Context: an optimization exercise on an open-source flow, tuned for small area, a short achievable clock period and few clock cycles per item. The choices shown serve that exercise and are no tape-out recipe. Function was checked by simulation only, so behaviour that the tests miss may differ from the original. No activity file was given, so power comes from the tool's default toggle rates.

==> inputs of job 6550 <==
==> flow/design.v (excerpt) <==
module interval_set_union_query_top (
  input  logic                    clk,
  input  logic                    rst_n,
  input  logic                    in_valid,
  output logic                    in_ready,
  input  logic [1:0]              in_operation,
  input  logic [19:0]             in_range_low,
  input  logic [19:0]             in_range_high,
  input  logic [19:0]             in_probe_key,
  input  logic [4:0]              in_entry_index,
  output logic                    out_valid,
  input  logic                    out_ready,
  output logic                    out_hit,
  output logic [19:0]             out_entry_low,
  output logic [19:0]             out_entry_high,
  output logic                    out_entry_valid,
  output logic [5:0]              out_interval_count,
  output logic [1:0]              out_status
);
Settings: LEC_CHECK=0, CAP_MARGIN=20, CELL_PAD_IN_SITES_DETAIL_PLACEMENT=1, CELL_PAD_IN_SITES_GLOBAL_PLACEMENT=1, CORE_MARGIN=2, CORE_UTILIZATION=20, GPL_ROUTABILITY_DRIVEN=1, GPL_TIMING_DRIVEN=1, PLACE_DENSITY=0.35, SETUP_SLACK_MARGIN=3, SLEW_MARGIN=20, TNS_END_PERCENT=5; clock period 8.0 ns.
run.sh (not shown) runs the stock make flow with config.mk's settings and CLKGATE_MAP_FILE= SYNTH_SCRIPT=/design/flow/synth_recipe.tcl, a recipe that flattens the netlist after the stock synthesis.
==> job 8087: changes against job 6550 <==
--- a/flow/design.v
+++ b/flow/design.v
@@ -263,24 +263,24 @@
     .sel(sel_idx), .rd_low, .rd_high
   );
   logic n_bef, n_aft, n_lo, n_hi;
   isuq_lt u_p_bef (.a(b_hi), .b(h_q),  .lt(n_bef));
   isuq_lt u_p_aft (.a(h_p),  .b(b_lo), .lt(n_aft));
   isuq_lt u_p_lo  (.a(b_lo), .b(h_lo), .lt(n_lo));
   isuq_lt u_p_hi  (.a(h_hi), .b(b_hi), .lt(n_hi));
   logic          u_grow, u_one, u_shrink, u_part, u_clear;
-  logic [N-1:0]  u_fst, u_past;              
+  logic [N-1:0]  u_bef;
   logic [N-1:0]  bef, aft, lo_lt, hi_gt;
   always_comb begin
     for (int i = 0; i < N; i++) begin
       logic ufst, upast;
       logic [3:0] prv, cur, nxt;
-      ufst  = u_fst[i];
-      upast = u_past[i];
+      ufst  = !u_bef[i] && (i == 0 || u_bef[(i > 0) ? i - 1 : 0]);
+      upast = (i > 0) && !u_bef[(i > 0) ? i - 1 : 0];
       cur = {v_bef[i], v_aft[i], v_lo[i], v_hi[i]};
       prv = (i > 0) ? {v_bef[(i > 0) ? i - 1 : 0], v_aft[(i > 0) ? i - 1 : 0],
                        v_lo[(i > 0) ? i - 1 : 0], v_hi[(i > 0) ? i - 1 : 0]} : 4'b0100;
       nxt = (i < N - 1) ? {v_bef[(i < N - 1) ? i + 1 : i], v_aft[(i < N - 1) ? i + 1 : i],
                            v_lo[(i < N - 1) ? i + 1 : i], v_hi[(i < N - 1) ? i + 1 : i]}
                         : 4'b0100;
       if (u_clear)
         {bef[i], aft[i], lo_lt[i], hi_gt[i]} = 4'b0100;
@@ -304,53 +304,60 @@
   logic          o_hit_r, o_ev_r;
   logic [KW-1:0] o_lo_r, o_hi_r;
   logic [1:0]    o_st_r;
   logic [N-1:0]  fst, past;
   logic          any, two, three, full, is_ins, ins_ok, exec, consume, ev;
   logic          grow, one, shrink, part;
   assign fst  = ~bef & {bef[N-2:0], 1'b1};    
   assign past = ~{bef[N-2:0], 1'b1};           
-  logic [N-1:0]  v_abs;
+  logic [N-1:0]  v_abs, u_fst;
   logic [5:1]    run;                           
   logic          vb_f, va_f, vb_f1, va_f1, ab_f, ab_f1, bef_m, aft_m, m_abs;
-  logic          gone_f, gone_f1;
+  logic [1:0]    gone;
   assign v_abs = ~v_bef & ~v_aft;
   always_comb begin
     run = '0;
     for (int i = 0; i < N; i++) begin
       logic r;
       r = 1'b1;
       for (int j = 1; j <= 5; j++) begin
         if (i + j - 1 < N) r = r && v_abs[(i + j - 1 < N) ? i + j - 1 : 0];
         else r = 1'b0;
         run[j] = run[j] || r;
       end
     end
   end
+  assign u_fst = ~u_bef & {u_bef[N-2:0], 1'b1};
   assign vb_f  = |(u_fst & v_bef);
   assign va_f  = |(u_fst & v_aft);
   assign vb_f1 = |(u_fst & (v_bef >> 1));
   assign va_f1 = |(u_fst & ({1'b1, v_aft[N-1:1]}));
   assign ab_f  = !vb_f && !va_f;
   assign ab_f1 = !vb_f1 && !va_f1;
   assign bef_m = p_bef && (u_grow || (u_one && vb_f) || (u_shrink && vb_f1));
   assign aft_m = p_aft && (u_grow || va_f);
   assign m_abs = (u_grow || u_one || u_shrink) && !bef_m && !aft_m;
-  assign gone_f  = (u_one || u_shrink) && ab_f;      
-  assign gone_f1 = (u_shrink || u_part) && ab_f1;
+  assign gone  = 2'((u_one || u_shrink) && ab_f) + 2'((u_shrink || u_part) && ab_f1);
   always_comb begin
-    logic up, same, dn1, dn2;
-    up   = m_abs && !gone_f && !gone_f1;
-    same = (m_abs && (gone_f ^ gone_f1)) || (!m_abs && !gone_f && !gone_f1);
-    dn1  = (m_abs && gone_f && gone_f1) || (!m_abs && (gone_f ^ gone_f1));
-    dn2  = !m_abs && gone_f && gone_f1;
-    any   = !u_clear && (up || (same && run[1]) || (dn1 && run[2]) || (dn2 && run[3]));
-    two   = !u_clear && ((up && run[1]) || (same && run[2]) || (dn1 && run[3]) || (dn2 && run[4]));
-    three = !u_clear && ((up && run[2]) || (same && run[3]) || (dn1 && run[4]) || (dn2 && run[5]));
+    if (u_clear) begin
+      any = 1'b0; two = 1'b0; three = 1'b0;
+    end else if (m_abs) begin
+      unique case (gone)
+        2'd0:    begin any = 1'b1;   two = run[1]; three = run[2]; end
+        2'd1:    begin any = run[1]; two = run[2]; three = run[3]; end
+        default: begin any = run[2]; two = run[3]; three = run[4]; end
+      endcase
+    end else begin
+      unique case (gone)
+        2'd0:    begin any = run[1]; two = run[2]; three = run[3]; end
+        2'd1:    begin any = run[2]; two = run[3]; three = run[4]; end
+        default: begin any = run[3]; two = run[4]; three = run[5]; end
+      endcase
+    end
   end
   always_comb
     for (int i = 0; i < N; i++) sel_idx[i] = (b_idx == 5'(i));
   assign is_ins  = (b_op == OP_INSERT) && !b_rev;
   assign full    = !any && count_r == CW'(N);
   assign ins_ok  = is_ins && !full;
   assign exec    = b_v && (!ov_r || out_ready);
   assign consume = exec && !(ins_ok && three);
@@ -390,18 +397,17 @@
     end else begin
       if (b_take) b_v <= h_v;
       count_r <= count_nxt;
       if (consume) ov_r <= 1'b1;
       else if (out_ready) ov_r <= 1'b0;
       u_grow <= grow; u_one <= one; u_shrink <= shrink; u_part <= part;
       u_clear <= exec && (b_op == OP_CLEAR);
     end
-    u_fst  <= fst;
-    u_past <= past;
+    u_bef <= bef;
     if (b_take) begin
       b_op <= h_op; b_rev <= h_rev; b_lo <= h_lo; b_hi <= h_hi; b_idx <= h_idx;
       v_bef <= c_bef; v_aft <= c_aft; v_lo <= c_lo; v_hi <= c_hi;
       p_bef <= n_bef; p_aft <= n_aft; p_lo <= n_lo; p_hi <= n_hi;
     end else begin
       v_bef <= bef; v_aft <= aft; v_lo <= lo_lt; v_hi <= hi_gt;
     end
     if (consume) begin
CORE_UTILIZATION = 25   (was 20)
PLACE_DENSITY = 0.42   (was 0.35)
SETUP_SLACK_MARGIN = default   (was 3)
TNS_END_PERCENT = default   (was 5)
==> notes <==
- Job 8087 completed with no timing, DRC or antenna violations. Job 6550 passed the timing, design-rule and antenna checks.
- Between job 6550 and job 8087, the lower flip-flop and latch count is in job 8087 (gap 30).
- Of job 6550 and job 8087, job 6550 has the higher final area (gap 8.9%, measured against job 8087).
- In job 8087 the utilization is higher than in job 6550, by 4.8 points.
- In job 6550 the final cell count is higher than in job 8087, by 15%.
- Non-clock buffer count: job 8087 is lower than job 6550 (249).
- Of job 6550 and job 8087, job 6550 has the higher combinational power (gap 9.6%, measured against job 8087).
- Against job 6550, the setup slack of job 8087 is lower by 2.1 ns.
- In job 6550 the die area is higher than in job 8087, by 30%.
==> figures <==
| quantity | job 6550 | job 8087 |
|---|---|---|
| Status | complete, no violations | complete, no violations |
| # Post-CTS Setup Buffers | 168 | 0 |
| First-pass GRT wire length | 1524 mm | 1368 mm |
| Worst-margin pin slew | 1.392 ns | 1.373 ns |
| Number of clock buffers in the layout | 349 | 303 |
| Mux cell area share after synthesis | 0.007630 | 0.006646 |
| FILL cells | 75.27k | 57.81k |
| Proportion of cell area occupied by multi-input gates | 0.4751 | 0.4728 |
| Post-route met1 wirelength | 523.6 mm | 429.7 mm |
| Final std cells w/o fill | 24.02k | 20.92k |
| Setup slack at placement | 1.376 ns | 0.9054 ns |
| Total combinational power | 7750 uW | 7070 uW |
| Die Y | 817.4 um | 715.9 um |
| DP HPWL | 873.3 mm | 796.4 mm |
| Clock edge transition at the registers on the reported setup and hold paths | 0.05 ns | 0.06 ns |
| Hold path startpoint | h_idx[0] | h_op[0] |
| Max FO, Critical Path | 18 | 48 |
Testbench counts of job 6550, summed over its fixed seeds: cycles 12,495, items 12,000.
Testbench counts of job 8087, summed over its fixed seeds: cycles 12,495, items 12,000.

[what the ideal ports hide]
In the flow no input, the clock included, has a driving cell. The finished layouts below were timed again as built, in two steps.
Step 1: set_driving_cell puts a clkbuf_16 on clk and a buf_2 on each other input, an assumption about the parent block.
Step 2 adds t to the input delays and takes it off the output delays; t is the mean of the earliest and latest rising clock arrival at the registers after step 1. Input paths then give back, and output paths get back, about the clock's delay inside the block.
a / b / c = no drivers / after step 1 / after step 2; a / b = the first two.
run	t (ns)	setup slack, ns	hold WS [ns]	worst setup path at the end	slew at the worst register clock pin (ns)
job 6550	1.145	2.623 / 2.623 / 1.907	0.416 / 0.416 / 0.416	input to register	0.07 / 0.07
job 8087	1.104	0.567 / 0.567 / 0.567	0.426 / 0.426 / 0.426	register to register	0.07 / 0.07
After both steps setup and hold are still met in every run listed. The setup slack of job 6550, which loses most, moves by 0.000 ns with the drivers and by -0.716 ns with both steps.
